What follows belongs to an exercise in optimizing a design on an open flow for small area; a production flow would make more cautious choices. RTL that was checked went through simulation tests only; none was proved equivalent to the original. Function not checked in run 1: the RTL went through the layout flow alone. No activity file was given, so power comes from the tool's default toggle rates. No driver is modelled on the clock port, so clocking that relies on it looks cheaper here than on a real chip.

==> flow/flow/run.sh <==
#!/bin/bash
# Own flow: the standard layout (standard.sh, unchanged synthesis) with
# different clock-tree and port-buffer options passed through ORFS's own
# environment hooks. Every tool's output goes to a log in this folder.
set -euo pipefail
export CTS_ARGS="-sink_clustering_enable -repair_clock_nets -dont_use_dummy_load -sink_clustering_size 28 -sink_clustering_max_diameter 100"
export BUFFER_PORTS_ARGS="-buffer_cell sky130_fd_sc_hd__buf_1"
bash standard.sh > standard_flow.log 2>&1
==> flow/standard.sh <==
#!/bin/bash
# synth_recipe.tcl (not shown) runs the flow's synth.tcl, then flattens the netlist and writes it again
# the make line also repeats each setting of config.mk as NAME=value (left out here)
make -C /OpenROAD-flow-scripts/flow DESIGN_CONFIG=/design/flow/config.mk WORK_HOME=/design/flow/orfs CLKGATE_MAP_FILE= SYNTH_SCRIPT=/design/flow/synth_recipe.tcl "${@:-finish}"
==> flow/config.mk <==
export PLATFORM = sky130hd
export DESIGN_NAME = vga_color_pipe
export DESIGN_NICKNAME = vga_color_pipe
export VERILOG_FILES = /design/flow/design.v
export SDC_FILE = /design/flow/constraint.sdc
export NUM_CORES = 4
export LEC_CHECK = 0
export CAP_MARGIN = 20
export CORE_MARGIN = 2
export CORE_UTILIZATION = 65
export CTS_CLUSTER_DIAMETER = 100
export CTS_CLUSTER_SIZE = 28
export SLEW_MARGIN = 20
export SYNTH_HIERARCHICAL = 1
export SYNTH_MINIMUM_KEEP_SIZE = 0
==> flow/constraint.sdc <==
create_clock -name core_clock -period 10.0 [get_ports {clk_25m}]
set_input_delay 2.0000 -clock core_clock [delete_from_list [all_inputs] [get_ports {clk_25m}]]
set_output_delay 2.0000 -clock core_clock [all_outputs]
set_load 0.01 [all_outputs]
==> flow/design.v <==
module vga_color_pipe #(
    parameter int unsigned IN_W     = 8,
    parameter int unsigned CH_W     = 4,
    parameter int unsigned BR_W     = 4,
    parameter int unsigned FADE_DIV = 2
) (
    input  logic                clk_25m,
    input  logic                rst_n,
    input  logic                valid,
    input  logic [IN_W-1:0]     screen_data,
    input  logic [1:0]          mode,
    input  logic                pal_we,
    input  logic [IN_W-1:0]     pal_addr,
    input  logic [3*CH_W-1:0]   pal_wdata,
    input  logic                frame_tick,
    input  logic                fade_start,
    input  logic                fade_dir,
    output logic [3*CH_W-1:0]   rgb,
    output logic                rgb_valid,
    output logic                fade_busy,
    output logic                fade_done
);
    localparam int unsigned RGB_W = 3 * CH_W;
    localparam int unsigned DEPTH = 1 << IN_W;
    logic             r_phase;
    logic [RGB_W-1:0] r_s1_ch;      
    logic             r_s1_valid;
    logic [15:0]      w_whi, w_wlo, w_rhi, w_rlo;
    logic [DEPTH-1:0] w_wsel;     
    logic [DEPTH-1:0] w_wsel_n;
    logic [DEPTH-1:0] w_rsel_n;   
    logic [RGB_W-1:0] w_wcol;
    logic [RGB_W-1:0] w_word [0:DEPTH-1];
    always_comb begin
        for (int k = 0; k < 16; k++) begin
            w_whi[k] = pal_we && (pal_addr[7:4] == k[3:0]);
            w_wlo[k] = (pal_addr[3:0] == k[3:0]);
            w_rhi[k] = (screen_data[7:4] == k[3:0]);
            w_rlo[k] = (screen_data[3:0] == k[3:0]);
        end
        for (int i = 0; i < DEPTH; i++) begin
            w_wsel[i]   = w_whi[i/16] & w_wlo[i%16];
            w_wsel_n[i] = ~(w_whi[i/16] & w_wlo[i%16]);
            w_rsel_n[i] = ~(w_rhi[i/16] & w_rlo[i%16]);
        end
    end
    assign w_wcol = pal_wdata ^ {RGB_W{r_phase}};
    always_ff @(posedge clk_25m) begin
        r_phase <= ~r_phase;
    end
    genvar gi, gj;
    generate
        for (gi = 0; gi < DEPTH; gi++) begin : g_row
            logic [RGB_W-1:0] r_word;
            logic [RGB_W-1:0] w_next;
            for (gj = 0; gj < RGB_W; gj++) begin : g_bit
                vcp_o22ai u_wr (.a1(r_word[gj]), .a2(w_wsel[gi]),
                                .b1(w_wcol[gj]), .b2(w_wsel_n[gi]), .y(w_next[gj]));
            end
            always_ff @(posedge clk_25m) begin
                r_word <= w_next;
            end
            assign w_word[gi] = r_word;
        end
    endgenerate
    logic [RGB_W-1:0] w_l1 [0:DEPTH/2-1];
    logic [RGB_W-1:0] w_l2 [0:DEPTH/32-1];
    logic [RGB_W-1:0] w_rd_n;    
    generate
        for (gi = 0; gi < DEPTH/2; gi++) begin : g_l1
            for (gj = 0; gj < RGB_W; gj++) begin : g_bit
                vcp_o22ai u_rd (.a1(w_word[2*gi][gj]), .a2(w_rsel_n[2*gi]),
                                .b1(w_word[2*gi+1][gj]), .b2(w_rsel_n[2*gi+1]),
                                .y(w_l1[gi][gj]));
            end
        end
        for (gi = 0; gi < DEPTH/32; gi++) begin : g_l2
            for (gj = 0; gj < RGB_W; gj++) begin : g_bit
                logic [15:0] w_in;
                for (genvar gk = 0; gk < 16; gk++) begin : g_in
                    assign w_in[gk] = w_l1[16*gi+gk][gj];
                end
                vcp_or16 u_or (.a(w_in), .y(w_l2[gi][gj]));
            end
        end
        for (gj = 0; gj < RGB_W; gj++) begin : g_l3
            vcp_or8 u_or (.a({w_l2[7][gj], w_l2[6][gj], w_l2[5][gj], w_l2[4][gj],
                               w_l2[3][gj], w_l2[2][gj], w_l2[1][gj], w_l2[0][gj]}),
                           .y(w_rd_n[gj]));
        end
    endgenerate
    logic [RGB_W-1:0] w_s1_nx;
    vcp_colour u_colour (.rd_n(w_rd_n), .phase(r_phase), .d(screen_data), .mode(mode),
                         .keep(rst_n & valid), .ch(w_s1_nx));
    always_ff @(posedge clk_25m) begin
        r_s1_ch <= w_s1_nx;
    end
    always_ff @(posedge clk_25m) begin
        if (!rst_n) begin
            r_s1_valid <= 1'b0;
        end else begin
            r_s1_valid <= valid;
        end
    end
    localparam logic [1:0] IDLE = 2'd0, FADE_OUT = 2'd1, FADE_IN = 2'd2;
    logic [1:0]    r_state, w_state_nx;
    logic [BR_W:0] r_level, w_level_nx, w_target, w_step;
    logic          r_div, w_div_nx;
    logic          r_done, w_done_nx;
    function automatic logic [CH_W-1:0] scale(input logic [CH_W-1:0] c,
                                              input logic [BR_W:0]   lvl);
        logic [CH_W+BR_W:0] p;
        p = {{(BR_W+1){1'b0}}, c} * {{CH_W{1'b0}}, lvl};
        scale = p[BR_W +: CH_W];
    endfunction
    always_ff @(posedge clk_25m) begin
        if (!rst_n) begin
            rgb       <= '0;
            rgb_valid <= 1'b0;
        end else begin
            rgb_valid <= r_s1_valid;
            rgb       <= {scale(r_s1_ch[11:8], r_level), scale(r_s1_ch[7:4], r_level),
                          scale(r_s1_ch[3:0], r_level)};
        end
    end
    always_ff @(posedge clk_25m) begin
        if (!rst_n) begin
            r_state <= IDLE;
            r_level <= 5'd16;
            r_div   <= 1'b0;
            r_done  <= 1'b0;
        end else begin
            r_state <= w_state_nx;
            r_level <= w_level_nx;
            r_div   <= w_div_nx;
            r_done  <= w_done_nx;
        end
    end
    assign w_target = (r_state == FADE_IN) ? 5'd16 : 5'd0;
    assign w_step   = (r_state == FADE_IN) ? r_level + 1'b1 : r_level - 1'b1;
    always_comb begin
        w_state_nx = r_state;
        w_level_nx = r_level;
        w_div_nx   = r_div;
        w_done_nx  = 1'b0;
        if (r_state == IDLE) begin
            if (fade_start) begin
                w_state_nx = fade_dir ? FADE_IN : FADE_OUT;
                w_div_nx   = 1'b0;
            end
        end else if (frame_tick) begin
            if (r_div) begin
                w_div_nx = 1'b0;
                if (r_level == w_target) begin
                    w_state_nx = IDLE;
                    w_done_nx  = 1'b1;
                end else begin
                    w_level_nx = w_step;
                    if (w_step == w_target) begin
                        w_state_nx = IDLE;
                        w_done_nx  = 1'b1;
                    end
                end
            end else begin
                w_div_nx = 1'b1;
            end
        end
    end
    assign fade_busy = (r_state != IDLE);
    assign fade_done = r_done;
endmodule
module vcp_o22ai (
    input  logic a1, a2, b1, b2,
    output logic y
);
    assign y = ~((a1 | a2) & (b1 | b2));
endmodule
module vcp_or16 (
    input  logic [15:0] a,
    output logic        y
);
    assign y = |a;
endmodule
module vcp_or8 (
    input  logic [7:0] a,
    output logic       y
);
    assign y = |a;
endmodule
module vcp_colour (
    input  logic [11:0] rd_n,
    input  logic        phase,
    input  logic [7:0]  d,
    input  logic [1:0]  mode,
    input  logic        keep,
    output logic [11:0] ch
);
    logic [11:0] pal;
    logic [3:0]  c0, c1, c2;
    assign pal = ~(rd_n ^ {12{phase}});
    always_comb begin
        c0 = {d[7:5], d[7]};
        c1 = {d[4:2], d[4]};
        c2 = {d[1:0], d[1:0]};
        case (mode)
            2'd1: begin
                c0 = pal[3:0];
                c1 = pal[7:4];
                c2 = pal[11:8];
            end
            2'd2: begin
                c0 = d[7:4];
                c1 = d[7:4];
                c2 = d[7:4];
            end
            default: begin
            end
        endcase
    end
    assign ch = keep ? {c2, c1, c0} : 12'd0;
endmodule
==> flow_metrics.tcl, run 1 <==
set metrics [dict create \
    grt_overflow_total 0 \
    initial_core_util_pct 65.4 \
    max-clock-path-buffers 3 \
    post_drt_wl_per_cell_um 32.0 \
    end_kind "flop" \
    insertion_delay_ns 0.83 \
    final_area_um2 108000 \
    multi_input_area_um2 37600 \
    setup_violations 0 \
    cts.sinks 3108 \
    period_needed_ns 7.38 \
    area_growth_pct 6.73 \
    rsz0062_at_grt "false" \
    start_kind "input pin" \
    drt_first_iter_violations 14200 \
    grt_pass1_wl_um 550000 \
    num-fill-cells 11600 \
    seqCellArea_um2 62200 \
    synth.net_count 9614 \
    dieWidth_um 398 \
    io_pins 52 \
    hp-class "reg -> reg" \
    relSlewSlack_pct 10.8 \
    routed-via-count 93400 \
    die_h_um 398 \
    maxCapViolCount 0 \
    netlist.area_leader.share_pct 61.7 \
    critical_path_class "in -> reg" \
    yosysWarnings 12 \
    fin_util_pct 69.8 \
    yosysSeqAreaShare_pct 61.7 \
    die_area_um2 158000 \
    first_pass_iters 9 \
    layout_common_cells "o22ai_1 (4608), dfxtp_1 (3107), nand2_1 (605)" \
    worst_clock_skew_ns 0.0569 \
    core_area_um2 154000 \
    gp_congestion 1.05 \
    ys_seq_elements 3108 \
    syn_inst 9527 \
    cp_data_arrival_time_ns 8.07 \
    post-route-period-util_pct 73.8 \
    status "finished clean" \
    vdd_drop_max_uv 230 \
    final_net_count 9810 \
    post-route-drc-count 0 \
    p_leak_uw 0.0416 \
    vias_per_cell 7.93 \
    total_power_uw 21100 \
    required_ns 10.69 \
    synthFlopType "dfxtp_1" \
    cts_tree "built" \
    max_freq_ghz 0.135 \
    holdBufCountCts 0 \
    post_cts_buffers 0 \
    synthDistinctLibCells 56 \
    io_buffers 51 \
    h-tree-depth 3 \
    netlist_area_um2 101000 \
    syn_area_per_cell_um2 10.6 \
    postPlaceCellArea_um2 104000 \
    dp_hpwl_um 242000 \
    ant_nets 0 \
    synth_edf_count 0 \
    crit_fanout 16 \
    grt_usage_pct 45.4 \
    core.rowCount 144 \
    drv_slew 0 \
    antenna_found_initial 21 \
    powerDensity_nw_per_um2 197 \
    grt_pass1_vias 84200 \
    synthTopCellsByArea "dfxtp_1 (62%), o22ai_1 (29%), nor4_1 (2.5%)" \
    yosysTopAreaCell "dfxtp_1" \
    worstMarginPinSlew_ns 1.34 \
    place_ws_ns 2.27 \
    final_common_cell "o22ai_1" \
    final-hold-violation-count 0 \
    drive_gt1_share_pct 3.24 \
    postLayoutSetupSlackWorst_ns 2.62 \
    cts_inserted_buffers 120 \
    wl_um 378000 \
    setup_tns_ns 0 \
    cts.reportedPaths.clkPinSlew_ns 0.11 \
    grt_start_max_net_pins 157 \
    synth-async-reset-ratio_pct 0 \
    cts-root-buf "clkbuf_16" \
    cts_resized 0 \
]
## state kept, by name, summed over array words and instances, names as in the netlist
| signal | count |
|---|---|
| g_row.r_word | 3072 |
| r_s1_ch | 12 |
| rgb | 12 |
| r_level | 5 |
| r_state | 2 |
| r_div | 1 |
| r_done | 1 |
| r_phase | 1 |
| r_s1_valid | 1 |
| rgb_valid | 1 |
## metal layers
layer  part of all wire (%)  global-route usage [%]
met1                     37                    61.3
met2                     41                    64.3
met3                     14                    15.0
met4                    6.9                    24.4
met5                  0.070                    1.03
## cell usage after synthesis, drive strengths merged, types with 11 or more instances
library cell,n
nand2b,17
nand4,103
clkbuf,19
nor2,114
and2,30
dfxtp,3108
xor2,14
fa,16
a21oi,19
nor4,411
ha,34
xnor2,21
nand3,14
inv,228
nor2b,11
nand2,607
buf,69
o22ai,4608
nor3,26
## where the power goes
group          internal, µW  switching [µW]
logic                   584             947
registers             13200             518
clock network          2150            3690
total                 16000            5160
## kinds of logic (layout without fill, tap and decap cells)
| family | Yosys count | count (layout) | share of synthesized area, % |
|---|---|---|---|
| AOI/OAI and AO/OA | 4671 | 4671 | 29.1 |
| xor gates and xnor gates | 35 | 35 | 0.304 |
| buffers and inverters | 317 | 511 | 1.30 |
| muxes | 1 | 1 | 0.0149 |
| other | 0 | 19 | 0 |
| and+or+nand+nor | 1345 | 1345 | 6.83 |
| DFF | 3108 | 3108 | 61.7 |
| adders and majority gates | 50 | 50 | 0.740 |
## stage by stage
step | hold WS, ns | std cells
after floorplan | 0.412 | 9527
after global placement | 0.430 | 11600
after detailed placement | 0.438 | 11600
after CTS | 0.452 | 11800
after global routing | 0.459 | 11800
final | 0.448 | 11800
## worst paths after layout
path	from	endpoint	slack [ns]	cells after the start
max	screen_data[1]	r_s1_ch[2]	2.62	12
min reg2reg	g_row[247].r_word[10]	g_row[247].r_word[10]	0.45	1
min	g_row[247].r_word[10]	g_row[247].r_word[10]	0.45	1
max reg2reg	g_row[28].r_word[2]	r_s1_ch[2]	5.75	7
## modules after synthesis (local to each module, per instance)
| module | flops+latches | times used | area, µm² |
|---|---|---|---|
| vga_color_pipe | 3108 | 1 | 68400 |
| vcp_colour | 0 | 1 | 379 |
| vcp_o22ai | 0 | 4608 | 6.26 |
| vcp_or8 | 0 | 12 | 16.3 |
| vcp_or16 | 0 | 96 | 31.3 |
## critical path, cell delays in order
cell,delay (ns)
buf_1,0.80
nand2b_4,0.38
nor2_4,0.06
buf_4,0.30
nand2_1,0.54
o22ai_1,0.34
nor4_1,0.87
nand4_1,0.78
nor4_1,1.02
nand2_1,0.41
xor2_1,0.24
o32ai_1,0.28
## area by class of cell
cell class                      instances  area share [%]
Timing Repair Buffer                  162            1.14
Inverter                              229           0.799
Sequential cell                      3108            57.9
Antenna cell                           19          0.0442
Tap cell                             2044            2.38
Multi-Input combinational cell       6102            35.0
Clock buffer                          120            2.79
==> inputs of run 2 (changes only) <==
--- a/flow/design.v
+++ b/flow/design.v
@@ -113,14 +113,17 @@
         p = {{(BR_W+1){1'b0}}, c} * {{CH_W{1'b0}}, lvl};
         scale = p[BR_W +: CH_W];
     endfunction
+    logic [11:0] w_scaled;
+    vcp_scale u_s0 (.c(r_s1_ch[3:0]), .l(r_level), .y(w_scaled[3:0]));
+    vcp_scale u_s1 (.c(r_s1_ch[7:4]), .l(r_level), .y(w_scaled[7:4]));
+    vcp_scale u_s2 (.c(r_s1_ch[11:8]), .l(r_level), .y(w_scaled[11:8]));
     always_ff @(posedge clk_25m) begin
         if (!rst_n) begin
             rgb       <= '0;
             rgb_valid <= 1'b0;
         end else begin
             rgb_valid <= r_s1_valid;
-            rgb       <= {scale(r_s1_ch[11:8], r_level), scale(r_s1_ch[7:4], r_level),
-                          scale(r_s1_ch[3:0], r_level)};
+            rgb       <= w_scaled;
         end
     end
     always_ff @(posedge clk_25m) begin
@@ -219,3 +222,34 @@
     end
     assign ch = keep ? {c2, c1, c0} : 12'd0;
 endmodule
+module vcp_scale (input logic [3:0] c, input logic [4:0] l, output logic [3:0] y);
+    logic [3:0] pa, pb, pd, pe;    
+    assign pa = {4{c[0]}} & l[3:0];
+    assign pb = {4{c[1]}} & l[3:0];
+    assign pd = {4{c[2]}} & l[3:0];
+    assign pe = {4{c[3]}} & l[3:0];
+    logic k1, s2, k2, s3, k3, s4, k4;
+    assign k1 = pa[1] & pb[0];
+    vcp_fa u_r1_2 (.a(pa[2]), .b(pb[1]), .ci(k1), .s(s2), .co(k2));
+    vcp_fa u_r1_3 (.a(pa[3]), .b(pb[2]), .ci(k2), .s(s3), .co(k3));
+    vcp_ha u_r1_4 (.a(pb[3]), .b(k3), .s(s4), .co(k4));
+    logic m2, t3, m3, t4, m4, t5, m5;
+    assign m2 = s2 & pd[0];
+    vcp_fa u_r2_3 (.a(s3), .b(pd[1]), .ci(m2), .s(t3), .co(m3));
+    vcp_fa u_r2_4 (.a(s4), .b(pd[2]), .ci(m3), .s(t4), .co(m4));
+    vcp_fa u_r2_5 (.a(k4), .b(pd[3]), .ci(m4), .s(t5), .co(m5));
+    logic n3, n4, n5, p4, p5, p6, p7;
+    assign n3 = t3 & pe[0];
+    vcp_fa u_r3_4 (.a(t4), .b(pe[1]), .ci(n3), .s(p4), .co(n4));
+    vcp_fa u_r3_5 (.a(t5), .b(pe[2]), .ci(n4), .s(p5), .co(n5));
+    vcp_fa u_r3_6 (.a(m5), .b(pe[3]), .ci(n5), .s(p6), .co(p7));
+    assign y = {p7, p6, p5, p4} | ({4{l[4]}} & c);
+endmodule
+module vcp_fa (input logic a, b, ci, output logic s, co);
+    assign s  = a ^ b ^ ci;
+    assign co = (a & b) | (a & ci) | (b & ci);
+endmodule
+module vcp_ha (input logic a, b, output logic s, co);
+    assign s  = a ^ b;
+    assign co = a & b;
+endmodule
--- a/flow/config.mk
+++ b/flow/config.mk
@@ -5,11 +5,11 @@
 export SDC_FILE = /design/flow/constraint.sdc
 export NUM_CORES = 4
 export LEC_CHECK = 0
-export CAP_MARGIN = 20
+export CAP_MARGIN = 10
 export CORE_MARGIN = 2
 export CORE_UTILIZATION = 65
 export CTS_CLUSTER_DIAMETER = 100
 export CTS_CLUSTER_SIZE = 28
-export SLEW_MARGIN = 20
+export SLEW_MARGIN = 10
 export SYNTH_HIERARCHICAL = 1
 export SYNTH_MINIMUM_KEEP_SIZE = 0
==> run 2 against run 1 <==
  * Now fails the layout checks on max-slew violations
  * Die area decreased by 0.40%
  * Register-to-register slack lost 0.08 ns
  * Combinational power about the same
  * Worst hold slack got worse by 0.021 ns
  * Area after synthesis down 0.40%
  * Clock power hardly changed
  * Setup slack improved by 0.25 ns
  * Global-route usage is 0.53 points lower
  * Cell area down 0.44%
  * Critical path depth unchanged
  * Sequential power hardly changed
  * Largest power group unchanged
==> flow_metrics.tcl, run 2 <==
set metrics [dict create \
    status "complete, but fails checks" \
    ys_seq_elements 3108 \
    reg2reg_slack_ns 5.67 \
    synthTopCellsByArea "dfxtp_1 (62%), o22ai_1 (29%), nor4_1 (2.5%)" \
    hp-class "reg -> reg" \
    post_drt_wl_per_cell_um 31.7 \
    die_area_um2 158000 \
    grt_overflow_total 0 \
    max_freq_ghz 0.140 \
    setup_tns_ns 0 \
    initial_core_util_pct 65.3 \
    period_needed_ns 7.13 \
    crit_fanout 16 \
    setup_violations 0 \
    netlist_area_um2 100000 \
    cp.buffers_inverters 2 \
    reg2reg_depth 10 \
    cp_data_arrival_time_ns 7.82 \
    postPlaceCellArea_um2 104000 \
    multi_input_area_um2 37400 \
    synth_edf_count 0 \
    grt_pass1_vias 83500 \
    required_ns 10.69 \
    dieWidth_um 397 \
    start_kind "input pin" \
    check-failures "max-slew violations" \
    worstPathCellList "buf_1 > nand2b_1 > nor2_4 > buf_4 > nand2_1 > o22ai_1 > nor4_1 > nand4_1 > nor4_1 > nand2_1 > xor2_1 > o32ai_1" \
    hold-worst-slack_ns 0.428 \
    relSlewSlack_pct -1.61 \
    top_regs "g_row.r_word (3072), r_s1_ch (12), rgb (12)" \
    grt_start_max_net_pins 177 \
    cts_tree "built" \
    syn_inst 9437 \
    p_leak_uw 0.0414 \
    vias_per_cell 7.87 \
    largest_register "g_row.r_word" \
    cts-root-buf "clkbuf_16" \
    final-hold-violation-count 0 \
    powerDensity_nw_per_um2 197 \
    cpLargestDelayFamily "simple AND/OR/NAND/NOR gates" \
    final_cells 11700 \
    post_cts_buffers 0 \
    netlist.area_leader.share_pct 62.0 \
    synthDistinctLibCells 54 \
    drt_first_iter_violations 14100 \
    cts.sinks 3108 \
    critPathSlowestCell "nor4_1" \
    io_pins 52 \
    h-tree-depth 3 \
    synthFlopType "dfxtp_1" \
    routed-via-count 91900 \
    r2r_end "rgb[10]" \
    cts_resized 0 \
    min_path_cells 1 \
    end_kind "flop" \
    die_h_um 397 \
    area_growth_pct 6.69 \
    holdBufCountCts 0 \
    syn_area_per_cell_um2 10.6 \
    num-fill-cells 11800 \
    synth.most_common_cell "o22ai_1" \
    min-delay-start "r_s1_valid" \
    dp_hpwl_um 238000 \
    post-route-period-util_pct 71.3 \
    maxCapViolCount 0 \
    cts.reportedPaths.clkPinSlew_ns 0.11 \
    min_to "rgb_valid" \
    reg2reg_from "r_s1_ch[8]" \
    synth.net_count 9509 \
    dp.cells 11600 \
    core.rowCount 144 \
    worstMarginPinSlew_ns 1.52 \
    vdd_drop_max_uv 195 \
    synth-async-reset-ratio_pct 0 \
    gp_congestion 1.01 \
    wl_um 370000 \
    insertion_delay_ns 0.83 \
    layout_common_cells "o22ai_1 (4608), dfxtp_1 (3107), nand2_1 (569)" \
    yosysWarnings 12 \
    io_buffers 51 \
    yosysSeqAreaShare_pct 62.0 \
    seqCellArea_um2 62200 \
    final_area_um2 107000 \
    synthTopCellsByCount "o22ai_1 (4608), dfxtp_1 (3108), nand2_1 (569), nor4_1 (408), inv_1 (203)" \
    post-route-drc-count 0 \
    cts_inserted_buffers 120 \
    first_pass_iters 7 \
    drv_slew 40 \
    largest_reg_flops 3072 \
    worst_clock_skew_ns 0.0389 \
    critical_path_class "in -> reg" \
    rsz0062_at_grt "false" \
    grt_pass1_wl_um 543000 \
    yosysTopAreaCell "dfxtp_1" \
    cp_slowest_stage_delay_ns 1.18 \
    drive_gt1_share_pct 3.36 \
    grt_usage_pct 44.9 \
    final_common_cell "o22ai_1" \
    max-clock-path-buffers 3 \
    ant_nets 0 \
    core_area_um2 154000 \
    final_net_count 9704 \
    antenna_found_initial 20 \
]
-- run 2: cell count changes after synthesis, moves of 11 or more --
| cell | before | now |
|---|---|---|
| ha_1 | 34 | 10 |
| and2_1 | 30 | 41 |
| buf_2 | 61 | 44 |
| nand2_1 | 605 | 569 |
| inv_1 | 228 | 203 |
-- run 2: logic make-up (layout without fill, tap and decap cells) --
group,Yosys count,count (layout),synth area share (%)
AOI/OAI and AO/OA,4659,4659,29.1
DFF,3108,3108,62.0
and+or+nand+nor,1322,1322,6.84
buffers and inverters,286,479,1.21
adders and majority gates,35,35,0.623
xor gates and xnor gates,26,26,0.227
muxes,1,1,0.0112
other,0,13,0
-- run 2: worst max-delay path by stage --
stage	startpoint	to	slack (ns)	cells after the start
after floorplan	pal_wdata[10]	g_row[0].r_word[10]	2.48	2
after global placement	screen_data[1]	r_s1_ch[2]	2.54	12
after detailed placement	screen_data[1]	r_s1_ch[2]	2.57	12
after CTS	screen_data[1]	r_s1_ch[2]	3.38	12
after global routing	screen_data[1]	r_s1_ch[2]	3.03	12
final	screen_data[1]	r_s1_ch[2]	2.87	12
-- run 2: routing by layer --
| metal | GRT usage, % | part of all wire [%] | vias up |
|---|---|---|---|
| met2 | 63.3 | 41 | 6715 |
| met1 | 61.9 | 38 | 44500 |
| met5 | 0 | 0.037 | - |
| met4 | 23.2 | 6.5 | 22 |
| met3 | 14.0 | 14 | 1324 |
| li1 | - | - | 39400 |
-- run 2: modules after synthesis (local to each module, per instance) --
module | area (µm²) | cells | flip-flops and latches
vcp_colour | 379 | 63 | 0
vcp_fa | 20.0 | 1 | 0
vcp_ha | 12.5 | 1 | 0
vcp_o22ai | 6.26 | 1 | 0
vcp_or16 | 31.3 | 5 | 0
vcp_or8 | 16.3 | 3 | 0
vcp_scale | 125 | 18 | 0
vga_color_pipe | 67100 | 4169 | 3108
-- run 2: stage by stage --
stage	utilization [%]	total power, µW	worst slack (ns)
floorplan	-	14800	2.48
global placement	67.7	15300	2.54
detailed placement	67.7	15400	2.57
CTS	69.6	20900	3.38
global route	69.7	21600	3.03
finish	69.7	21100	2.87
-- run 2: power breakdown --
group / total (µW) / internal [µW] / switching (µW) / leakage (µW)
sequential: 13700 / 13200 / 503 / 0.0280
combinational: 1500 / 577 / 927 / 0.0119
clock: 5810 / 2150 / 3660 / 0.00148
total: 21100 / 16000 / 5090 / 0.0414
-- run 2: cell type report --
class                   count  area share [%]
multi-input cells        6043            34.9
inverters                 203           0.712
well taps                2044            2.39
clock buffers             120            2.80
flip-flops and latches   3108            58.1
repair buffers            156            1.03
diodes                     13          0.0304
==> inputs of run 3 (changes only) <==
--- a/flow/config.mk
+++ b/flow/config.mk
@@ -5,11 +5,11 @@
 export SDC_FILE = /design/flow/constraint.sdc
 export NUM_CORES = 4
 export LEC_CHECK = 0
-export CAP_MARGIN = 10
+export CAP_MARGIN = 20
 export CORE_MARGIN = 2
 export CORE_UTILIZATION = 65
 export CTS_CLUSTER_DIAMETER = 100
 export CTS_CLUSTER_SIZE = 28
-export SLEW_MARGIN = 10
+export SLEW_MARGIN = 20
 export SYNTH_HIERARCHICAL = 1
 export SYNTH_MINIMUM_KEEP_SIZE = 0
==> run 3 against run 2 <==
  * Now clean on timing, DRC and antenna
  * Clock-buffer cell count did not move
  * Combinational power is essentially flat
  * Die area did not move
  * Global-route usage hardly changed
  * Sequential share of layout area hardly changed
  * Via count is 0.15% higher
  * Cell area is essentially flat
  * Highest routed layer unchanged
==> flow_metrics.tcl, run 3 <==
set metrics [dict create \
    final-hold-violation-count 0 \
    grt_usage_pct 44.9 \
    grt_pass1_vias 83400 \
    yosysWarnings 12 \
    layout_common_cells "o22ai_1 (4608), dfxtp_1 (3107), nand2_1 (569)" \
    gp_congestion 1.01 \
    critical_path_class "in -> reg" \
    first_pass_iters 8 \
    cts-root-buf "clkbuf_16" \
    yosysSeqAreaShare_pct 62.0 \
    setup_tns_ns 0 \
    max_freq_ghz 0.146 \
    drt_first_iter_violations 14300 \
    netlist.area_leader.share_pct 62.0 \
    syn_inst 9437 \
    die_area_um2 158000 \
    postLayoutSetupSlackWorst_ns 3.13 \
    cts.sinks 3108 \
    grt_overflow_total 0 \
    post_cts_buffers 0 \
    hp-class "reg -> reg" \
    synth.most_common_cell "o22ai_1" \
    core.rowCount 144 \
    vias_per_cell 7.87 \
    io_buffers 51 \
    reg2reg_slack_ns 5.64 \
    cts_tree "built" \
    cpLargestDelayFamily "simple AND/OR/NAND/NOR gates" \
    netlist_area_um2 100000 \
    yosysTopAreaCell "dfxtp_1" \
    largest_register "g_row.r_word" \
    dp_hpwl_um 238000 \
    drv_slew 0 \
    route.met2.wl_um 153000 \
    crit_fanout 16 \
    cts_resized 0 \
    setup_violations 0 \
    max-clock-path-buffers 3 \
    synthFlopType "dfxtp_1" \
    initial_core_util_pct 65.3 \
    synth_edf_count 0 \
    reg2reg_from "r_level[2]" \
    powerDensity_nw_per_um2 197 \
    dieWidth_um 397 \
    h-tree-depth 3 \
    rsz0062_at_grt "false" \
    wl_um 370000 \
    min_path_cells 1 \
    largest_reg_flops 3072 \
    worstMarginPinSlew_ns 1.31 \
    p_leak_uw 0.0415 \
    cp_data_arrival_time_ns 7.60 \
    crit_top_cell "nand2_1" \
    grt_pass1_wl_um 543000 \
    maxCapViolCount 0 \
    cp.buffers_inverters 2 \
    core_area_um2 154000 \
    relSlewSlack_pct 12.8 \
    final_net_count 9706 \
    antenna_found_initial 19 \
    synth-async-reset-ratio_pct 0 \
    die_h_um 397 \
    top_regs "g_row.r_word (3072), r_s1_ch (12), rgb (12)" \
    start_kind "input pin" \
    required_ns 10.73 \
    routed-via-count 92100 \
    ant_nets 0 \
    holdBufCountCts 0 \
    cts_inserted_buffers 120 \
    grt_start_max_net_pins 177 \
    min-delay-start "r_s1_valid" \
    syn_area_per_cell_um2 10.6 \
    place_ws_ns 2.88 \
    synthTopCellsByCount "o22ai_1 (4608), dfxtp_1 (3108), nand2_1 (569), nor4_1 (408), inv_1 (203)" \
    worst_clock_skew_ns 0.0468 \
    r2r_end "rgb[6]" \
    end_kind "flop" \
    insertion_delay_ns 0.80 \
    synthDistinctLibCells 54 \
    topRoutingLayerUsed "met5" \
    cts.reportedPaths.clkPinSlew_ns 0.11 \
    worstPathCellList "buf_1 > nand2b_1 > nor2_4 > buf_4 > nand2_1 > o22ai_1 > nor4_1 > nand4_1 > nor4_1 > nand2_1 > xnor2_1 > nand2_1 > a21oi_1" \
    post_drt_wl_per_cell_um 31.6 \
    synth.net_count 9509 \
    post-route-period-util_pct 68.7 \
    post-route-drc-count 0 \
    num-fill-cells 11700 \
    area_growth_pct 6.76 \
    met1Wirelength_um 140000 \
    drive_gt1_share_pct 3.41 \
    period_needed_ns 6.87 \
    wl_met3_um 53400 \
    io_pins 52 \
    synthTopCellsByArea "dfxtp_1 (62%), o22ai_1 (29%), nor4_1 (2.5%)" \
    vdd_drop_max_uv 211 \
    status "finished clean" \
    min_to "rgb_valid" \
    critPathSlowestCell "nor4_1" \
    reg2reg_depth 10 \
    final_common_cell "o22ai_1" \
    cp_slowest_stage_delay_ns 1.12 \
    ys_seq_elements 3108 \
]
-- run 3: logic make-up (layout without fill, tap and decap cells) --
family	count (synthesis)	after routing	synth area share (%)
compound gates	4659	4659	29.1
flops	3108	3108	62.0
simple gates	1322	1322	6.84
buf+inv	286	481	1.21
fa+ha+maj	35	35	0.623
xor+xnor	26	26	0.227
mux	1	1	0.0112
other cells	0	24	0
-- run 3: final cells by class --
class                   instances  area [µm²]  share of cell area, %
inverters                     203         762                  0.711
diodes                         24        60.1                 0.0561
repair buffers                158        1130                   1.06
clock buffers                 120        3000                   2.80
well taps                    2044        2560                   2.39
multi-input cells            6043       37400                   34.9
flip-flops and latches       3108       62200                   58.1
-- run 3: modules after synthesis (local to each module, per instance) --
module | cells | area [µm²] | copies in the design | flops+latches
vga_color_pipe | 4169 | 67100 | 1 | 3108
vcp_colour | 63 | 379 | 1 | 0
vcp_scale | 18 | 125 | 3 | 0
vcp_or16 | 5 | 31.3 | 96 | 0
vcp_fa | 1 | 20.0 | 24 | 0
vcp_or8 | 3 | 16.3 | 12 | 0
vcp_ha | 1 | 12.5 | 3 | 0
vcp_o22ai | 1 | 6.26 | 4608 | 0
-- run 3: worst max-delay path by stage --
stage / from / end / cells past startpoint
floorplan: pal_wdata[10] / g_row[0].r_word[10] / 2
global placement: screen_data[1] / r_s1_ch[2] / 12
detailed placement: screen_data[1] / r_s1_ch[9] / 13
CTS: screen_data[1] / r_s1_ch[7] / 13
global route: screen_data[1] / r_s1_ch[11] / 13
finish: screen_data[1] / r_s1_ch[11] / 13
-- run 3: power by group --
group / switching [µW] / internal (µW)
logic: 928 / 579
clock network: 3660 / 2150
registers: 503 / 13200
total: 5100 / 16000
-- run 3: per-stage QoR --
step / hold WS, ns / total power [µW] / std cells / utilization, % / area [µm²]
after global placement: 0.418 / 15300 / 11600 / 67.7 / 104000
after global routing: 0.455 / 21600 / 11700 / 69.7 / 107000
after floorplan: 0.412 / 14800 / 9437 / - / 100000
final: 0.423 / 21100 / 11700 / 69.7 / 107000
after detailed placement: 0.435 / 15400 / 11600 / 67.7 / 104000
after CTS: 0.433 / 21000 / 11700 / 69.7 / 107000
-- run 3: per-layer routing --
layer  vias up  GRT usage, %
met5         -             0
met4        20          22.9
met3      1282          13.8
met2      6711          63.5
met1     44600          61.9
li1      39400             -
==> inputs of run 4 (changes only) <==
--- a/flow/design.v
+++ b/flow/design.v
@@ -26,11 +26,14 @@
     logic [RGB_W-1:0] r_s1_ch;      
     logic             r_s1_valid;
     logic [15:0]      w_whi, w_wlo, w_rhi, w_rlo;
+    logic [15:0]      w_whi_n, w_wlo_n;
     logic [DEPTH-1:0] w_wsel;     
     logic [DEPTH-1:0] w_wsel_n;
     logic [DEPTH-1:0] w_rsel_n;   
     logic [RGB_W-1:0] w_wcol;
     logic [RGB_W-1:0] w_word [0:DEPTH-1];
+    assign w_whi_n = ~w_whi;
+    assign w_wlo_n = ~w_wlo;
     always_comb begin
         for (int k = 0; k < 16; k++) begin
             w_whi[k] = pal_we && (pal_addr[7:4] == k[3:0]);
@@ -39,7 +42,7 @@
             w_rlo[k] = (screen_data[3:0] == k[3:0]);
         end
         for (int i = 0; i < DEPTH; i++) begin
-            w_wsel[i]   = w_whi[i/16] & w_wlo[i%16];
+            w_wsel[i]   = ~(w_whi_n[i/16] | w_wlo_n[i%16]);
             w_wsel_n[i] = ~(w_whi[i/16] & w_wlo[i%16]);
             w_rsel_n[i] = ~(w_rhi[i/16] & w_rlo[i%16]);
         end
==> run 4 against run 3 <==
  * Area after synthesis is 0.33% lower
  * Clock skew is 0.0044 ns higher
  * Sequential share of layout area is 0.13 points higher
  * Setup slack better by 0.028 ns
  * Clock power hardly changed
  * Global-route usage is 0.16 points lower
  * Largest power group unchanged
==> flow_metrics.tcl, run 4 <==
set metrics [dict create \
    yosysTopAreaCell "dfxtp_1" \
    num-fill-cells 11600 \
    crit_fanout 12 \
    insertion_delay_ns 0.81 \
    maxCapViolCount 0 \
    layout_common_cells "o22ai_1 (4608), dfxtp_1 (3107), nand2_1 (571)" \
    start_kind "input pin" \
    initial_core_util_pct 65.6 \
    route.met2.wl_um 151000 \
    synthTopCellsByArea "dfxtp_1 (62%), o22ai_1 (29%), nor4_1 (2.6%)" \
    max-clock-path-buffers 3 \
    die_area_um2 157000 \
    antenna_found_initial 16 \
    cp.buffers_inverters 2 \
    dieWidth_um 396 \
    synth.most_common_cell "o22ai_1" \
    critical_path_class "in -> reg" \
    vias_per_cell 7.90 \
    ant_nets 0 \
    post_cts_buffers 0 \
    met1Wirelength_um 138000 \
    core.rowCount 143 \
    cts-root-buf "clkbuf_16" \
    post_drt_wl_per_cell_um 31.6 \
    crit_top_cell "nand2_1" \
    setup_violations 0 \
    worst_clock_skew_ns 0.0512 \
    dp_hpwl_um 234000 \
    final_common_cell "o22ai_1" \
    hold-worst-slack_ns 0.444 \
    grt_usage_pct 44.7 \
    cts_inserted_buffers 120 \
    worstPathCellList "buf_1 > nand2b_1 > nor2_4 > buf_4 > nand2_1 > o22ai_1 > nor4_1 > nand4_1 > nor4_1 > nand2_1 > xnor2_1 > nand2_1 > a31oi_1" \
    holdBufCountCts 0 \
    total_power_uw 21000 \
    post-route-drc-count 0 \
    cpLargestDelayFamily "simple AND/OR/NAND/NOR gates" \
    crit_path_start "screen_data[2]" \
    synth.net_count 9509 \
    h-tree-depth 3 \
    synthTopCellsByCount "o22ai_1 (4608), dfxtp_1 (3108), nand2_1 (571), nor4_1 (410), inv_1 (203)" \
    critPathSlowestCell "nor4_1" \
    die_h_um 396 \
    cts_resized 0 \
    syn_inst 9437 \
    syn_area_per_cell_um2 10.6 \
    io_pins 52 \
    gp_congestion 1.04 \
    netlist.area_leader.share_pct 62.2 \
    min-delay-start "r_s1_valid" \
    synth_edf_count 0 \
    cts.sinks 3108 \
    grt_pass1_wl_um 540000 \
    cp_slowest_stage_delay_ns 1.09 \
    synthDistinctLibCells 48 \
    routed-via-count 92300 \
    yosysSeqAreaShare_pct 62.2 \
    first_pass_iters 8 \
    grt_pass1_vias 83800 \
    ys_seq_elements 3108 \
    postLayoutSetupSlackWorst_ns 3.16 \
    netlist_area_um2 100000 \
    status "finished clean" \
    period_needed_ns 6.84 \
    yosysWarnings 12 \
    largest_register "g_row.r_word" \
    p_leak_uw 0.0414 \
    wl_um 369000 \
    relSlewSlack_pct 12.2 \
    io_buffers 51 \
    grt_start_max_net_pins 155 \
    drv_slew 0 \
    synthFlopType "dfxtp_1" \
    worstMarginPinSlew_ns 1.30 \
    grt_overflow_total 0 \
    powerDensity_nw_per_um2 197 \
    cp_data_arrival_time_ns 7.58 \
    cts_tree "built" \
    max_freq_ghz 0.146 \
    drt_first_iter_violations 14400 \
    reg2reg_from "r_level[2]" \
    place_ws_ns 2.90 \
    top_regs "g_row.r_word (3072), r_s1_ch (12), rgb (12)" \
    largest_reg_flops 3072 \
    hp-class "reg -> reg" \
    vdd_drop_max_uv 189 \
    final-hold-violation-count 0 \
    synth-async-reset-ratio_pct 0 \
    rsz0062_at_grt "false" \
    setup_tns_ns 0 \
    drive_gt1_share_pct 3.21 \
    required_ns 10.74 \
    end_kind "flop" \
    wl_met3_um 53100 \
    core_area_um2 152000 \
    final_net_count 9702 \
    topRoutingLayerUsed "met5" \
    area_growth_pct 6.88 \
    cts.reportedPaths.clkPinSlew_ns 0.11 \
    post-route-period-util_pct 68.4 \
]
run 4: stage by stage:
step	utilization, %	cells	area, µm²
global placement	68.1	11500	104000
detailed placement	68.1	11500	104000
floorplan	-	9437	100000
global route	70.1	11700	107000
CTS	70.1	11700	107000
finish	70.1	11700	107000
run 4: modules after synthesis, one instance, submodules excluded:
module / flops+latches / area, µm² / times used / cells
vcp_ha: 0 / 12.5 / 3 / 1
vcp_or8: 0 / 16.3 / 12 / 3
vga_color_pipe: 3108 / 66700 / 1 / 4169
vcp_o22ai: 0 / 6.26 / 4608 / 1
vcp_fa: 0 / 20.0 / 24 / 1
vcp_colour: 0 / 379 / 1 / 63
vcp_scale: 0 / 125 / 3 / 18
vcp_or16: 0 / 31.3 / 96 / 5
run 4: worst paths after layout:
path                 to  slack (ns)  cells past startpoint
max          r_s1_ch[9]        3.16                     13
min           rgb_valid        0.44                      1
max reg2reg      rgb[6]        5.66                     10
min reg2reg   rgb_valid        0.44                      1
run 4: cell families (layout without fill, tap and decap cells):
family	count (synthesis)	in the layout	synth area share (%)
xor gates and xnor gates	26	26	0.228
DFF	3108	3108	62.2
AOI/OAI and AO/OA	4659	4659	29.2
adders and majority gates	35	35	0.625
and+or+nand+nor	1322	1322	6.62
muxes	1	1	0.0113
buffers and inverters	286	477	1.12
other	0	21	0
run 4: where the power goes:
| group | switching, µW | leakage [µW] | internal, µW |
|---|---|---|---|
| combinational | 912 | 0.0119 | 572 |
| clock | 3650 | 0.00148 | 2150 |
| sequential | 509 | 0.0280 | 13200 |
| total | 5070 | 0.0414 | 16000 |
run 4: per-layer routing:
metal / up-vias / GRT usage, %
met4: 18 / 25.0
li1: 39500 / -
met2: 6876 / 63.2
met3: 1488 / 13.0
met5: - / 0
met1: 44400 / 61.3
run 4: final cells by class:
cell class	count	area (µm²)	share of cell area [%]
inverter	203	762	0.713
tap	2030	2540	2.38
multi-input combinational	6043	37200	34.8
sequential	3108	62200	58.2
antenna	21	52.6	0.0492
clock buffer	120	3000	2.81
timing repair buffer	154	1110	1.04

-- re-timing with driven ports --
Ports are ideal in the flow. The routed layouts listed here were re-timed in OpenROAD.
Step 1: set_driving_cell puts a clkbuf_16 on clk_25m and a buf_2 on each other input, an assumption about the parent block.
Step 2 also shifts input and output timing later by t, the mid clock arrival at the registers, as if the neighbouring blocks saw the same clock.
Three values: ideal ports, drivers, drivers and shift; two values: the first two.
run	shift t [ns]	slack for setup (ns)	hold WS [ns]	pins driven straight from the clock port
run 1	0.883	2.619 / 2.660 / 1.776	0.448 / 0.448 / 0.448	1
run 2	0.892	2.872 / 2.933 / 2.041	0.428 / 0.428 / 0.428	1
run 3	0.877	3.133 / 3.187 / 2.311	0.423 / 0.423 / 0.423	1
run 4	0.869	3.160 / 3.159 / 2.290	0.444 / 0.444 / 0.444	1
For run 4, which loses most, drivers alone change the setup slack by -0.001 ns; drivers and shift together by -0.870 ns.
